Context: an optimization exercise on an open-source flow, tuned for small area, a short achievable clock period and few clock cycles per item. The choices shown serve that exercise and are no tape-out recipe.
Function was checked by simulation only, so behaviour that the tests miss may differ from the original.

==> flow/design.v, too long to show whole: its modules and the start of the top module <==
// module compass_heading_hard_iron_cal: 1449 lines
module compass_heading_hard_iron_cal (
  input  logic               clk,
  input  logic               rst,
  input  logic               sample_valid,
  output logic               sample_ready,
  input  logic [1:0]         action,
  input  logic signed [15:0] mag_x,
  input  logic signed [15:0] mag_y,
  input  logic signed [15:0] mag_z,
  output logic               result_valid,
  input  logic               result_ready,
  output logic [8:0]         heading_deg,
  output logic signed [15:0] offset_x,
  output logic signed [15:0] offset_y,
  output logic signed [15:0] offset_z
);
  // ...
==> flow/run.sh <==
#!/bin/bash
# synth_recipe.tcl (not shown) runs the flow's synth.tcl, then flattens the netlist and writes it again
# the make line also repeats each setting of config.mk as NAME=value (left out here)
make -C /OpenROAD-flow-scripts/flow DESIGN_CONFIG=/design/flow/config.mk WORK_HOME=/design/flow/orfs CLKGATE_MAP_FILE= SYNTH_SCRIPT=/design/flow/synth_recipe.tcl finish
==> flow/config.mk <==
export PLATFORM = sky130hd
export DESIGN_NAME = compass_heading_hard_iron_cal
export DESIGN_NICKNAME = compass_heading_hard_iron_cal
export VERILOG_FILES = /design/flow/design.v
export SDC_FILE = /design/flow/constraint.sdc
export NUM_CORES = 4
export LEC_CHECK = 0
export CAP_MARGIN = 20
export CORE_MARGIN = 2
export CORE_UTILIZATION = 60
export CTS_CLUSTER_DIAMETER = 70
export CTS_CLUSTER_SIZE = 25
export SETUP_SLACK_MARGIN = 5
export SLEW_MARGIN = 20
==> flow/constraint.sdc <==
create_clock -name core_clock -period 9.0 [get_ports {clk}]
set_input_delay 1.8000 -clock core_clock [delete_from_list [all_inputs] [get_ports {clk}]]
set_output_delay 1.8000 -clock core_clock [all_outputs]
set_load 0.01 [all_outputs]
==> results.txt, run 1 <==
* Share of cells above drive strength 1 at about 5%
* Syn Area/Cell at roughly 9.4 um^2
* Register Area at between 0.03 and 0.04 mm^2
* Commonest cells after routing, fill and taps aside: dfxtp_1, xnor2_1, ha_1
* Area fraction in compound gates after synthesis at about 16%
* Worst Hold End: p4_g2$_DFF_P_
* Post-Synthesis Cells at 9549
* Post-DRT Antenna Nets at 0
* Root Driver: clkbuf_16
* Ports at ~110
* Vias in the first global route at about 65000
* First-pass GRT wire length at roughly 360000 um
* # clock sinks at between 1500 and 2000
* Final Non-Filler Cells at between 10000 and 15000
* DR WL/cell at just under 20 um
* Seq area share at 34.3%
* Final Cell Area at between 0.09 and 0.1 mm^2
* Non-clk bufs at between 200 and 250
* Buf/Inv on CP at 1
* Reg clk slew, reported paths at approximately 0.090 ns
* Tmin final at 4.05 ns
* Via density at just under 6
* Inverters at between 400 and 500
* Finish-stage setup viols at 0
* Setup_tns at 0 ns
* Die Span X at a little under 400 um
* Worst R2R Setup Slack at 4.95 ns
* Critical Path Sink Type: register
* Min-delay worst type: reg2reg
* Site Rows at about 140
* Mux share of post-synthesis cell area at about 1.4%
* Slew Limit Fails at 0
* Outcome: finished clean
Testbench counts, summed over its fixed seeds: cycles 7,428, items 7,200.
==> inputs of run 2 (changes only) <==
--- a/flow/design.v
+++ b/flow/design.v
@@ -13,55 +13,44 @@
   output logic signed [15:0] offset_x,
   output logic signed [15:0] offset_y,
   output logic signed [15:0] offset_z
 );
   localparam int CAP = 19;    
   localparam int QN  = 18;     
   localparam int QW  = 5;     
   localparam int CW  = 5;   
-  logic              in_v;
-  logic [1:0]        in_act;
-  logic signed [15:0] in_x, in_y, in_z;
   logic              in_fire;
   assign in_fire = sample_valid && sample_ready;
-  always_ff @(posedge clk) begin
-    if (rst) in_v <= 1'b0;
-    else     in_v <= in_fire;
-    in_act <= action;
-    in_x   <= mag_x;
-    in_y   <= mag_y;
-    in_z   <= mag_z;
-  end
   logic signed [15:0] mx_x, mx_y, mx_z, mn_x, mn_y, mn_z;
   logic signed [15:0] pe_x, pe_y, pe_z;    
   logic signed [16:0] sum_x, sum_y, sum_z;
   logic signed [16:0] mid_x, mid_y, mid_z;
   logic cal_start, cal_sample, cal_end;
-  assign cal_start  = in_v && (in_act == 2'd1);
-  assign cal_sample = in_v && (in_act == 2'd2);
-  assign cal_end    = in_v && (in_act == 2'd3);
+  assign cal_start  = in_fire && (action == 2'd1);
+  assign cal_sample = in_fire && (action == 2'd2);
+  assign cal_end    = in_fire && (action == 2'd3);
   assign sum_x = {mx_x[15], mx_x} + {mn_x[15], mn_x};
   assign sum_y = {mx_y[15], mx_y} + {mn_y[15], mn_y};
   assign sum_z = {mx_z[15], mx_z} + {mn_z[15], mn_z};
   assign mid_x = (sum_x + {16'd0, sum_x[16]}) >>> 1;
   assign mid_y = (sum_y + {16'd0, sum_y[16]}) >>> 1;
   assign mid_z = (sum_z + {16'd0, sum_z[16]}) >>> 1;
   always_ff @(posedge clk) begin
     if (rst) begin
       mx_x <= '0; mx_y <= '0; mx_z <= '0;
       mn_x <= '0; mn_y <= '0; mn_z <= '0;
       pe_x <= '0; pe_y <= '0; pe_z <= '0;
     end else begin
-      if (cal_start || (cal_sample && in_x > mx_x)) mx_x <= in_x;
-      if (cal_start || (cal_sample && in_y > mx_y)) mx_y <= in_y;
-      if (cal_start || (cal_sample && in_z > mx_z)) mx_z <= in_z;
-      if (cal_start || (cal_sample && in_x < mn_x)) mn_x <= in_x;
-      if (cal_start || (cal_sample && in_y < mn_y)) mn_y <= in_y;
-      if (cal_start || (cal_sample && in_z < mn_z)) mn_z <= in_z;
+      if (cal_start || (cal_sample && mag_x > mx_x)) mx_x <= mag_x;
+      if (cal_start || (cal_sample && mag_y > mx_y)) mx_y <= mag_y;
+      if (cal_start || (cal_sample && mag_z > mx_z)) mx_z <= mag_z;
+      if (cal_start || (cal_sample && mag_x < mn_x)) mn_x <= mag_x;
+      if (cal_start || (cal_sample && mag_y < mn_y)) mn_y <= mag_y;
+      if (cal_start || (cal_sample && mag_z < mn_z)) mn_z <= mag_z;
       if (cal_end) begin
         pe_x <= mid_x[15:0];
         pe_y <= mid_y[15:0];
         pe_z <= mid_z[15:0];
       end
     end
   end
   logic [16:0] s0_x0;
@@ -1437,13 +1426,12 @@
       end_ld       <= 1'b0;
       dirty        <= 1'b0;
       sample_ready <= 1'b0;
     end else begin
       ost          <= ost + CW'(in_fire) - CW'(take);
       end_cnt      <= end_cnt_next;
       end_ld       <= end_out;
       dirty        <= dirty_next;
-      sample_ready <= cap_ok &&
-                      !(end_nz_next && (dirty_next || (in_fire && (action == 2'd1 || action == 2'd2))));
+      sample_ready <= cap_ok && !(end_nz_next && dirty_next);
     end
   end
 endmodule
==> run 2 against run 1 <==
Compared with the run above: clock skew up 0.0057 ns; highest routed layer unchanged; first-iteration DRC count up 7.2%; still clean on timing, DRC and antenna; final area up 0.17%; setup slack worse by 0.28 ns; register-to-register slack worse by 0.28 ns; sequential cell count down 46; core utilization up 0.82 points.
==> results.txt, run 2 <==
* Outcome: finished clean (unchanged)
* CP Launch Point: p16_zfa$_DFF_P_ (was p16_zf$_DFF_P_)
* CP arrival at 4.96 ns (was 4.68 ns)
* Period utilisation layout at 48.1% (was 45.0%)
* Register area share after synthesis at 36.7% (was 37.4%)
* CTS Buffer Depth at 3 (unchanged)
* Via density at 5.89 (was 5.79)
* Setup_tns at 0 ns (unchanged)
* Grt ovf at 0 (unchanged)
* Critical Path Sink Type: register (unchanged)
* FF-to-FF Start: p16_zfa$_DFF_P_ (was p16_zf$_DFF_P_)
* Wire length on met2 at 112000 um (was 108000 um)
* Flops & latches, synth at 1553 (was 1599)
* Vias at 69100 (was 68000)
* All-Layer GR Usage at 30.0% (was 28.8%)
* Hold Fails Final Rpt at 0 (unchanged)
* Worst EP required at 9.63 ns (about the same)
* Mapped cell area at 0.0893 mm^2 (was 0.0901 mm^2)
* Pin count of the biggest net entering global routing at 88 (was 89)
* Vias in the first global route at 66700 (was 65200)
* Met3 Wirelength at 11000 um (was 9370 um)
* RD Place Congestion at 0.939 (was 0.948)
* Starting DRC count in detailed routing at 4797 (was 4474)
* Site Rows at 141 (was 142)
* Die Span X at 390 um (was 392 um)
* PortBufs at 112 (unchanged)
* Skew-Pair Late Insertion Delay at 0.76 ns (was 0.75 ns)
* M1 WL at 104000 um (was 102000 um)
* Die height at 390 um (was 392 um)
* Cts-stage hold buffer count at 0 (unchanged)
* Yosys warns at 1 (unchanged)
* Finish-stage setup viols at 0 (unchanged)
* Max-Cap Viols at 0 (unchanged)
* 1st-pass router iterations at 5 (unchanged)
* EDFF count, synth at 171 (unchanged)
* Post-DRT Antenna Nets at 0 (unchanged)
* Nets at 10700 (about the same)
* First-pass GRT wire length at 366000 um (was 355000 um)
* Reg clk slew, reported paths at 0.10 ns (was 0.09 ns)
* Dpl hpwl at 181000 um (was 178000 um)
* R2r endpoint: p17_code[7]$_DFF_P_ (unchanged)
* Slew Limit Fails at 0 (unchanged)
* DR WL/cell at 20.1 um (was 19.4 um)
* Reg2Reg Depth at 21 (was 19)
* Initial Util at 60.4% (was 60.3%)
* Share of cells above drive strength 1 at 6.48% (was 5.01%)
* CP max FO at 3 (unchanged)
* Ports at 113 (unchanged)
* Critical path endpoint: p17_code[7]$_DFF_P_ (unchanged)
* Top_reg_cell synth: dfxtp_1 (unchanged)
* Commonest non-fill, non-tap cell in the layout: dfxtp_1 (unchanged)
* Clk_skew at 0.0285 ns (was 0.0228 ns)
* Area contributors post-synth: dfxtp_1, ha_1, xnor2_1, edfxtp_1, xor2_1 (unchanged)
* Post-Synthesis Cells at 9575 (was 9549)
* Highest routed layer: met5 (unchanged)
* CTS Buf Count at 105 (was 110)
* Worst slew pin tran at 1.03 ns (was 1.08 ns)
* Min-delay worst type: reg2reg (unchanged)
* Area added between synthesis and finish at 10.3% (was 9.10%)
* Yosys top cell area share at 31.0% (was 31.7%)
* Drt drc at 0 (unchanged)
* Commonest cells after routing, fill and taps aside: dfxtp_1, xnor2_1, ha_1 (unchanged)
* CTS tree: yes (unchanged)
* Top-count cell post-synth: dfxtp_1 (unchanged)
* Core area at 0.148 mm^2 (was 0.149 mm^2)
* RSZ-0062 raised after global routing: true (unchanged)
* Fill cell count at 12100 (was 12400)
* Distinct cells, synth at 102 (was 116)
* Root Driver: clkbuf_16 (unchanged)
* Slew HR at 31.7% (was 27.8%)
* H-Tree Depth at 3 (unchanged)
* Fraction of registers with async set or reset after synthesis at 0% (unchanged)
* Yosys top cell by area: dfxtp_1 (unchanged)
* Crit path kind: reg2reg (unchanged)
* # clock sinks at 1553 (was 1599)
* Syn Nets at 10600 (about the same)
* Top cells by count, synth: dfxtp_1, xnor2_1, ha_1 (unchanged)
* Tmin final at 4.33 ns (was 4.05 ns)
* Total Routed Length at 236000 um (was 227000 um)
* DIE AREA at 0.152 mm^2 (was 0.153 mm^2)
* Worst R2R Setup Slack at 4.67 ns (was 4.95 ns)
* Fmax at 231 MHz (was 247 MHz)
* Initial antenna violation count at 14 (was 7)
* Crit path launch type: register (unchanged)
* Syn Area/Cell at 9.33 um^2 (was 9.44 um^2)
==> run 2: cell types whose count changed after synthesis, sizes merged, moves of 41 or more <==
cell | previous run | this run
nand3 | 257 | 298
a21oi | 673 | 726
dfxtp | 1428 | 1382
mux2i | 97 | 42
nand2 | 581 | 482
inv | 429 | 483
==> run 2: worst min-delay path by stage <==
stage                           start                end  cells past startpoint
finish                  p4_p2$_DFF_P_      p5_p2$_DFF_P_                      0
global route            p5_p3$_DFF_P_      p6_p3$_DFF_P_                      0
CTS                     p5_p3$_DFF_P_      p6_p3$_DFF_P_                      0
detailed placement      p9_p6$_DFF_P_     p10_p6$_DFF_P_                      0
global placement    p8_tag[0]$_DFF_P_  p9_tag[0]$_DFF_P_                      0
floorplan               p9_g1$_DFF_P_     p10_g1$_DFF_P_                      0
==> run 2: metal layers <==
metal  up-vias  GRT usage (%)
li1      34100              -
met4         2           10.2
met2      1693           51.7
met3       425           2.99
met1     32800           39.3
met5         -              0
==> run 2: kinds of logic (layout without fill, tap and decap cells) <==
kind of cell	after synthesis	in the layout	synth area share, %
buffers and inverters	732	933	3.13
other	1	11	0.00420
adders and majority gates	1000	1000	14.5
and+or+nand+nor	2423	2423	13.4
xor gates and xnor gates	1533	1533	15.0
muxes	54	54	0.660
AOI/OAI and AO/OA	2279	2281	16.5
DFF	1553	1553	36.7
==> run 2: cell type report <==
class,count,area (um^2),share of cell area [%]
multi-input cells,7292,54800,55.7
flip-flops and latches,1553,32900,33.4
clock buffers,115,2720,2.76
repair buffers,253,2660,2.70
well taps,1930,2410,2.45
inverters,484,1820,1.85
clock inverters,81,1170,1.18
diodes,10,25.0,0.0254
==> run 2: repair_timing <==
action / 4_1_cts / 5_1_grt
pin swaps: 30 / 57
setup buffers: 41 / 67
setup endpoints to repair: 384 / 343
resized for setup: 126 / 142
gates cloned: 5 / 1
==> run 2: critical path: stages (launching register included) <==
cell      delay (ns)
dfxtp_2         0.35
inv_2           0.05
a21oi_4         0.18
fa_1            0.45
inv_2           0.08
ha_4            0.19
a21o_1          0.16
a211oi_2        0.16
o211ai_1        0.18
a21o_1          0.23
a211o_1         0.29
a31o_4          0.23
and2_4          0.16
o311a_1         0.29
nor2_2          0.15
xnor2_2         0.12
ha_2            0.23
ha_4            0.17
a21o_1          0.18
a21oi_2         0.14
xnor2_1         0.14
o21ai_1         0.08
==> run 2: through the flow <==
step	hold slack (ns)	util (%)	area (um^2)	setup WS [ns]	std cells
5_1_grt	0.320	66.6	98500	4.51	11700
4_1_cts	0.319	65.8	97300	4.73	11600
2_1_floorplan	0.310	-	89500	4.96	9575
3_3_place_gp	0.310	62.4	92300	3.43	11400
6_report	0.310	66.6	98500	4.67	11700
3_5_place_dp	0.312	62.5	92300	3.44	11400
Testbench counts of run 2, summed over its fixed seeds: cycles 7,428, items 7,200.

what the ideal ports hide:
No port has a modelled driver above. Below, the same layouts with a new extraction and two added sets of constraints.
Step 1 sets driving cells, clkbuf_16 on the clock port and buf_2 on the other inputs (assumed; they add their load-dependent delay and slew).
Step 2 times the ports against the registers' clock, not the clock port: input delays grow and output delays shrink by t, the midpoint of the rising clock arrivals with the driver on.
Slacks: no drivers / after step 1 / after step 2; pairs: no drivers / after step 1.
| run | t (ns) | slack for setup (ns) | clock arrival spread, ns | slew at the worst register clock pin (ns) | worst slew at a driven data input, ns |
|---|---|---|---|---|---|
| run 1 | 0.817 | 4.954 / 4.954 / 4.411 | 0.028 / 0.028 | 0.10 / 0.10 | 0.12 |
| run 2 | 0.817 | 4.671 / 4.671 / 4.265 | 0.035 / 0.034 | 0.10 / 0.10 | 0.13 |
After both steps setup and hold are still met in every run listed. The setup slack of run 1, which loses most, moves by 0.000 ns with the drivers and by -0.543 ns with both steps.
